Context: an optimization exercise on an open-source flow, tuned for a short achievable clock period and few clock cycles per item. The choices shown serve that exercise and are no tape-out recipe. Power and IR drop assume default switching activity.

Design cpu16_backend, start of the top module:
module cpu16_backend
(
    input  logic    clk,
    input  logic    reset,
    input  logic    in_valid,
    output logic    in_ready,
    input  logic [15:0] in_instr,
    output logic    retire_valid,
    input  logic    retire_ready,
    output logic [32:0]  retire,
    output logic [REGVAL_W-1:0] regval
);
==> flow/config.mk <==
export PLATFORM = sky130hd
export DESIGN_NAME = cpu16_backend
export DESIGN_NICKNAME = cpu16_backend
export VERILOG_FILES = /design/flow/design.v
export SDC_FILE = /design/flow/constraint.sdc
export NUM_CORES = 4
export LEC_CHECK = 0
export ABC_CLOCK_PERIOD_IN_PS = 1000
export CAP_MARGIN = 20
export CORE_MARGIN = 2
export CORE_UTILIZATION = 30
export PLACE_DENSITY = 0.5
export SETUP_SLACK_MARGIN = 3.2
export SLEW_MARGIN = 20
export TNS_END_PERCENT = 100
==> flow/constraint.sdc <==
create_clock -name core_clock -period 5.0 [get_ports {clk}]
set_input_delay 1.0000 -clock core_clock [delete_from_list [all_inputs] [get_ports {clk}]]
set_output_delay 1.0000 -clock core_clock [all_outputs]
set_load 0.01 [all_outputs]
standard.sh (not shown) runs the stock make flow with config.mk's settings and CLKGATE_MAP_FILE= SYNTH_SCRIPT=/design/flow/synth_recipe.tcl, a recipe that flattens the netlist after the stock synthesis.
==> flow/flow/run.sh <==
#!/bin/bash
# The standard layout, except that synthesis leaves adders to ABC instead of
# mapping them onto the library's half- and full-adder cells.
set -euo pipefail
bash standard.sh ADDER_MAP_FILE= finish > flow.log 2>&1
Change:
--- a/flow/design.v
+++ b/flow/design.v
@@ -1,16 +1,16 @@
 package cpu16_pkg;
     localparam int WORD_W   = 16;
     localparam int NUM_REGS = 8;
     localparam int REGVAL_W = NUM_REGS * WORD_W;
     localparam int RETIRE_W = 16 + 1 + WORD_W;
-    localparam int CAP      = 6;
+    localparam int CAP      = 7;
 endpackage
 `timescale 1ns/100ps
 `timescale 1ns/100ps
 import cpu16_pkg::*;
 module alu_slice
 (
     input  logic [7:0] op,
     input  logic [3:0] a,
     input  logic [3:0] b,
     input  logic       cin,      
@@ -82,22 +82,21 @@
     logic [3:0]       wb;
     logic [3:0]       isld;
     logic [3:0][3:0]  res;
     logic [3:0]       cout;
     logic             ld_late;    
     logic [3:0]       ld_r0;      
     logic [7:0][3:0]  sr0, sr1, sr2, sr3;
     logic             r_v;        
     logic [15:0]      r_ins;
     logic [15:0]      r_res;
-    logic [7:0]       s3_we;      
-    logic [15:0]      s3_res;
+    logic [7:0]       r_we;       
     always_comb begin
         for (int k = 0; k < 4; k++) begin
             wb[k]   = s_v[k] && !s_ins[k][15];
             isld[k] = s_op[k][7];
         end
     end
     logic [4:0]  lo4;
     logic        imm4;
     logic        hit1;
     logic [15:0] ldw;
@@ -254,75 +253,74 @@
                     sr2[i] <= v_n[2];
                 if (wb_n[3] && rd_n[3] == 3'(i))
                     sr3[i] <= v_n[3];
             end
         end
     end
     always_ff @(posedge clk) begin
         r_ins <= s_ins[3];
         r_res <= {res[3], pres3};
         for (int i = 0; i < NUM_REGS; i++)
-            s3_we[i] <= !reset && wb[2] && s_ins[2][10:8] == 3'(i);
+            r_we[i] <= !reset && wb[3] && s_ins[3][10:8] == 3'(i);
     end
     logic [CAP-1:0][15:0] q_instr;
     logic [CAP-1:0]       q_wr;
     logic [CAP-1:0][15:0] q_res;
     logic [CAP-1:0][7:0]  q_we;
     logic [CAP-1:0]       qv_r;
     logic [CAP:0]         qv;
     logic                 pop;
     logic                 push;
     logic                 keep0;
     logic [15:0]          h_instr;
     logic                 h_wr;
     logic [15:0]          h_res;
     logic                 h_v;
     logic [NUM_REGS-1:0][15:0] vr;
     logic [NUM_REGS-1:0]  vr_we;
     assign qv    = {1'b0, qv_r};
     assign pop   = qv[0] && retire_ready;
-    assign push  = s_v[3];
-    assign s3_res = {res[3], pres3};
+    assign push  = r_v;
     assign keep0 = qv[0] && !retire_ready;
     assign h_v     = qv[1] || push;
-    assign h_instr = qv[1] ? q_instr[1] : s_ins[3];
-    assign h_wr    = qv[1] ? q_wr[1]    : !s_ins[3][15];
-    assign h_res   = qv[1] ? q_res[1]   : s3_res;
+    assign h_instr = qv[1] ? q_instr[1] : r_ins;
+    assign h_wr    = qv[1] ? q_wr[1]    : !r_ins[15];
+    assign h_res   = qv[1] ? q_res[1]   : r_res;
     always_ff @(posedge clk) begin
         for (int k = 1; k < CAP; k++) begin
             if (!(qv[k] && !pop)) begin
                 if (k + 1 < CAP && qv[k+1]) begin
                     q_instr[k] <= q_instr[k+1];
                     q_wr[k]    <= q_wr[k+1];
                     q_res[k]   <= q_res[k+1];
                     q_we[k]    <= q_we[k+1];
                 end else begin
-                    q_instr[k] <= s_ins[3];
-                    q_wr[k]    <= !s_ins[3][15];
-                    q_res[k]   <= s3_res;
-                    q_we[k]    <= s3_we;
+                    q_instr[k] <= r_ins;
+                    q_wr[k]    <= !r_ins[15];
+                    q_res[k]   <= r_res;
+                    q_we[k]    <= r_we;
                 end
             end
         end
     end
     always_ff @(posedge clk) begin
         if (reset) begin
             q_instr[0] <= '0;
             q_wr[0]    <= 1'b0;
             q_res[0]   <= '0;
         end else if (!keep0) begin
             q_instr[0] <= h_instr;
             q_wr[0]    <= h_wr;
             q_res[0]   <= h_res;
         end
     end
-    assign vr_we = {NUM_REGS{!keep0}} & (qv[1] ? q_we[1] : s3_we);
+    assign vr_we = {NUM_REGS{!keep0}} & (qv[1] ? q_we[1] : r_we);
     always_ff @(posedge clk) begin
         for (int i = 0; i < NUM_REGS; i++) begin
             if (reset)
                 vr[i] <= '0;
             else if (vr_we[i])
                 vr[i] <= h_res;
         end
     end
     logic [CAP-1:0] fl;
     logic [CAP:0]   fl_up;
Outcome:
- The changed run completed without violations
- first-iteration DRC count decreases by 22%
- sequential power went up by 9.7%
- synthesized cell count increases by 3.7%
- design area rises by 5.9%
- critical path depth grows by 1
- fmax grows by 14%
No functional check of the RTL was part of any run of this note.


Another version of the RTL of cpu16_backend (not shown whole).
Size: roughly 580 flip-flops, ~180 I/O pins, ~26000 sq um of cells after synthesis.
==> module cpu16_backend, before the edit <==
module cpu16_backend
(
    input  logic    clk,
    input  logic    reset,
    input  logic    in_valid,
    output logic    in_ready,
    input  logic [15:0] in_instr,
    output logic    retire_valid,
    input  logic    retire_ready,
    output logic [32:0]  retire,
    output logic [REGVAL_W-1:0] regval
);
    logic        rdy;
    logic        accept;
    logic [3:0]  op;
    logic [2:0]  rs1;
    logic [2:0]  rs2;
    logic [7:0]  op1h;
    assign in_ready = rdy;
    assign accept   = in_valid && rdy;
    assign op       = in_instr[15:12];
    assign rs1      = in_instr[7:5];
    assign rs2      = in_instr[4:2];
    always_comb begin
        op1h = '0;
        if (!op[3])
            op1h[op[2:0]] = 1'b1;
    end
    logic [15:0] sr [0:NUM_REGS-1];
    logic        e1_v;
    logic [15:0] e1_instr;
    logic [7:0]  e1_op;
    logic [7:0]  e1_alo;
    logic [7:0]  e1_blo;
    logic [7:0]  e1_ahi;
    logic [7:0]  e1_bhi;
    logic        e1_fa;
    logic        e1_fb;
    logic [7:0]  lo_res;
    logic        lo_carry;
    logic [7:0]  lo_spill;
    logic        lo_ldhit;
    logic        e2_v;
    logic [15:0] e2_instr;
    logic [7:0]  e2_op;
    logic [7:0]  e2_lo;
    logic [7:0]  e2_ahi;
    logic [7:0]  e2_bhi;
    logic [3:0]  e2_sh;
    logic        e2_carry;
    logic [7:0]  e2_spill;
    logic        e2_ldhit;
    logic [7:0]  hi_res;
    logic        e3_v;
    logic [15:0] e3_instr;
    logic [15:0] e3_res;
    logic        e1_wb;
    logic        e2_wb;
    logic        e3_wb;
    logic        m1a, m1b, m2a, m2b, m3a, m3b;
    assign e1_wb = e1_v && !e1_instr[15];
    assign e2_wb = e2_v && !e2_instr[15];
    assign e3_wb = e3_v && !e3_instr[15];
    assign m1a = e1_wb && (e1_instr[10:8] == rs1);
    assign m1b = e1_wb && (e1_instr[10:8] == rs2);
    assign m2a = e2_wb && (e2_instr[10:8] == rs1);
    assign m2b = e2_wb && (e2_instr[10:8] == rs2);
    assign m3a = e3_wb && (e3_instr[10:8] == rs1);
    assign m3b = e3_wb && (e3_instr[10:8] == rs2);
    alu_lo u_alu_lo (
        .op    (e1_op),
        .a     (e1_alo),
        .b     (e1_blo),
        .imm   (e1_instr[7:0]),
        .res   (lo_res),
        .carry (lo_carry),
        .spill (lo_spill),
        .ldhit (lo_ldhit)
    );
    alu_hi u_alu_hi (
        .op    (e2_op),
        .a     (e2_ahi),
        .b     (e2_bhi),
        .sh    (e2_sh),
        .carry (e2_carry),
        .spill (e2_spill),
        .ldhit (e2_ldhit),
        .res   (hi_res)
    );
    logic [15:0] old_a;
    logic [15:0] old_b;
    assign old_a = m3a ? e3_res : sr[rs1];
    assign old_b = m3b ? e3_res : sr[rs2];
    always_ff @(posedge clk) begin
        e1_instr <= in_instr;
        e1_op    <= op1h;
        e1_alo   <= m1a ? lo_res : m2a ? e2_lo : old_a[7:0];
        e1_blo   <= m1b ? lo_res : m2b ? e2_lo : old_b[7:0];
        e1_ahi   <= m2a ? hi_res : old_a[15:8];
        e1_bhi   <= m2b ? hi_res : old_b[15:8];
        e1_fa    <= m1a;
        e1_fb    <= m1b;
        e2_instr <= e1_instr;
        e2_op    <= e1_op;
        e2_lo    <= lo_res;
        e2_ahi   <= e1_fa ? hi_res : e1_ahi;
        e2_bhi   <= e1_fb ? hi_res : e1_bhi;
        e2_sh    <= e1_blo[3:0];
        e2_carry <= lo_carry;
        e2_spill <= lo_spill;
        e2_ldhit <= lo_ldhit;
        e3_instr <= e2_instr;
        e3_res   <= {hi_res, e2_lo};
    end
    always_ff @(posedge clk) begin
        if (reset) begin
            for (int i = 0; i < NUM_REGS; i++)
                sr[i] <= '0;
        end else if (e3_wb) begin
            sr[e3_instr[10:8]] <= e3_res;
        end
    end
    logic [15:0]  q_instr [0:CAP-1];
    logic         q_wr    [0:CAP-1];
    logic [15:0]  q_res   [0:CAP-1];
    logic [CAP-1:0] qv_r;
    logic [CAP:0] qv;
    logic         pop;
    logic         push;
    logic         keep0;
    logic [15:0]  h_instr;
    logic         h_wr;
    logic [15:0]  h_res;
    logic         h_v;
    logic [15:0]  vr [0:NUM_REGS-1];
    logic [NUM_REGS-1:0] vr_we;
    logic [2:0]   n_old;
    logic         room1;
    logic         room2;
    assign qv      = {1'b0, qv_r};
    assign pop     = qv[0] && retire_ready;
    assign push    = e3_v;
    assign keep0   = qv[0] && !retire_ready;
    assign h_v     = qv[1] || push;
    assign h_instr = qv[1] ? q_instr[1] : e3_instr;
    assign h_wr    = qv[1] ? q_wr[1]    : !e3_instr[15];
    assign h_res   = qv[1] ? q_res[1]   : e3_res;
    always_ff @(posedge clk) begin
        for (int k = 1; k < CAP; k++) begin
            if (!(qv[k] && !pop)) begin
                if (k + 1 < CAP && qv[k+1]) begin
                    q_instr[k] <= q_instr[k+1];
                    q_wr[k]    <= q_wr[k+1];
                    q_res[k]   <= q_res[k+1];
                end else begin
                    q_instr[k] <= e3_instr;
                    q_wr[k]    <= !e3_instr[15];
                    q_res[k]   <= e3_res;
                end
            end
        end
    end
    always_ff @(posedge clk) begin
        q_instr[0] <= ({16{keep0}} & q_instr[0]) | ({16{!keep0}} & h_instr);
        q_wr[0]    <= (keep0 & q_wr[0]) | (!keep0 & h_wr);
        q_res[0]   <= ({16{keep0}} & q_res[0]) | ({16{!keep0}} & h_res);
    end
    always_comb begin
        for (int i = 0; i < NUM_REGS; i++)
            vr_we[i] = !keep0 && h_v && h_wr && h_instr[10:8] == 3'(i);
    end
    always_ff @(posedge clk) begin
        for (int i = 0; i < NUM_REGS; i++) begin
            if (reset)
                vr[i] <= '0;
            else
                vr[i] <= ({16{!vr_we[i]}} & vr[i]) | ({16{vr_we[i]}} & h_res);
        end
    end
    assign n_old = {2'b00, e1_v} + {2'b00, e2_v} + {2'b00, e3_v}
                 + {2'b00, qv[0]} + {2'b00, qv[1]} + {2'b00, qv[2]} + {2'b00, qv[3]} + {2'b00, qv[4]};
    assign room1 = n_old <= 3'(CAP - 1);
    assign room2 = n_old <= 3'(CAP - 2);
    always_ff @(posedge clk) begin
        if (reset) begin
            e1_v <= 1'b0;
            e2_v <= 1'b0;
            e3_v <= 1'b0;
            qv_r <= '0;
            rdy  <= 1'b1;
        end else begin
            e1_v <= accept;
            e2_v <= e1_v;
            e3_v <= e2_v;
            for (int k = 0; k < CAP; k++) begin
                if (pop)
                    qv_r[k] <= qv[k+1] || (push && qv[k]);
                else
                    qv_r[k] <= qv[k] || (push && (k == 0 || qv[k-1]));
            end
            rdy  <= accept ? (pop ? room1 : room2) : (pop ? 1'b1 : room1);
        end
    end
    assign retire_valid = qv[0];
    assign retire       = {q_instr[0], q_wr[0], q_res[0]};
    always_comb begin
        for (int i = 0; i < NUM_REGS; i++)
            regval[i*WORD_W +: WORD_W] = vr[i];
    end
endmodule
clock: 5.0 ns
lec_check: 0
abc_clock_period_in_ps: 1000
cap_margin: 20
core_margin: 2
core_utilization: 30
place_density: 0.5
setup_slack_margin: 3.2
slew_margin: 20
tns_end_percent: 100
run.sh (not shown) runs the stock make flow with config.mk's settings and CLKGATE_MAP_FILE= SYNTH_SCRIPT=/design/flow/synth_recipe.tcl, a recipe that flattens the netlist after the stock synthesis.
Stock flow here: none of the scripts above is used.
Next try:
--- a/flow/design.v
+++ b/flow/design.v
@@ -248,13 +248,10 @@
     logic         h_wr;
     logic [15:0]  h_res;
     logic         h_v;
     logic [15:0]  vr [0:NUM_REGS-1];
     logic [NUM_REGS-1:0] vr_we;
-    logic [2:0]   n_old;
-    logic         room1;
-    logic         room2;
     assign qv      = {1'b0, qv_r};
     assign pop     = qv[0] && retire_ready;
     assign push    = e3_v;
     assign keep0   = qv[0] && !retire_ready;
     assign h_v     = qv[1] || push;
@@ -291,20 +288,22 @@
                 vr[i] <= '0;
             else
                 vr[i] <= ({16{!vr_we[i]}} & vr[i]) | ({16{vr_we[i]}} & h_res);
         end
     end
-    assign n_old = {2'b00, e1_v} + {2'b00, e2_v} + {2'b00, e3_v}
-                 + {2'b00, qv[0]} + {2'b00, qv[1]} + {2'b00, qv[2]} + {2'b00, qv[3]} + {2'b00, qv[4]};
-    assign room1 = n_old <= 3'(CAP - 1);
-    assign room2 = n_old <= 3'(CAP - 2);
+    logic [CAP-1:0] fl;
+    logic [CAP:0]   fl_up;
+    logic [CAP:0]   fl_dn;
+    assign fl_up = {fl, 1'b1};
+    assign fl_dn = {1'b0, 1'b0, fl[CAP-1:1]};
     always_ff @(posedge clk) begin
         if (reset) begin
             e1_v <= 1'b0;
             e2_v <= 1'b0;
             e3_v <= 1'b0;
             qv_r <= '0;
+            fl   <= '0;
             rdy  <= 1'b1;
         end else begin
             e1_v <= accept;
             e2_v <= e1_v;
             e3_v <= e2_v;
@@ -312,11 +311,19 @@
                 if (pop)
                     qv_r[k] <= qv[k+1] || (push && qv[k]);
                 else
                     qv_r[k] <= qv[k] || (push && (k == 0 || qv[k-1]));
             end
-            rdy  <= accept ? (pop ? room1 : room2) : (pop ? 1'b1 : room1);
+            if (accept && !pop) begin
+                fl  <= fl_up[CAP-1:0];
+                rdy <= !fl[CAP-2];
+            end else if (pop && !accept) begin
+                fl  <= fl_dn[CAP-1:0];
+                rdy <= 1'b1;
+            end else begin
+                rdy <= !fl[CAP-1];
+            end
         end
     end
     assign retire_valid = qv[0];
     assign retire       = {q_instr[0], q_wr[0], q_res[0]};
     always_comb begin
Final area rose by 3.0%.
Setup slack is better by 0.61 ns.
Final cell count rose by 1.4%.
Combinational power rose by about 4%.
Total power rose by 1.0%.
Register-to-register slack is better by 0.61 ns.
Function was not checked in any run of this note: the RTL went through the layout flow alone.

what the ideal ports hide:
In the flow no input, the clock included, has a driving cell. The finished layouts below were timed again as built, in two steps. Step 1, drivers: a clkbuf_16 drives clk and a buf_2 each remaining input, both assumed. Step 2 adds t to the input delays and takes it off the output delays; t is the mean of the earliest and latest rising clock arrival at the registers after step 1. Input paths then give back, and output paths get back, about the clock's delay inside the block. Slacks: ideal / step 1 / step 2; pairs: ideal / step 1.
run | shift t [ns] | slack for setup (ns) | worst setup path after step 2 | pins driven straight from the clock port
the first run of note 1 | 0.694 | 2.357 / 2.357 / 2.357 | register to register | 1
the second run of note 1 | 0.717 | 2.684 / 2.684 / 2.395 | input to register | 1
the first run of note 2 | 0.669 | 1.826 / 1.826 / 1.826 | register to register | 1
the second run of note 2 | 0.669 | 2.438 / 2.438 / 2.112 | input to register | 1
After both steps every run listed still meets setup and hold. The setup slack of the second run of note 2, which loses most, moves by 0.000 ns with the drivers and by -0.326 ns with both steps.
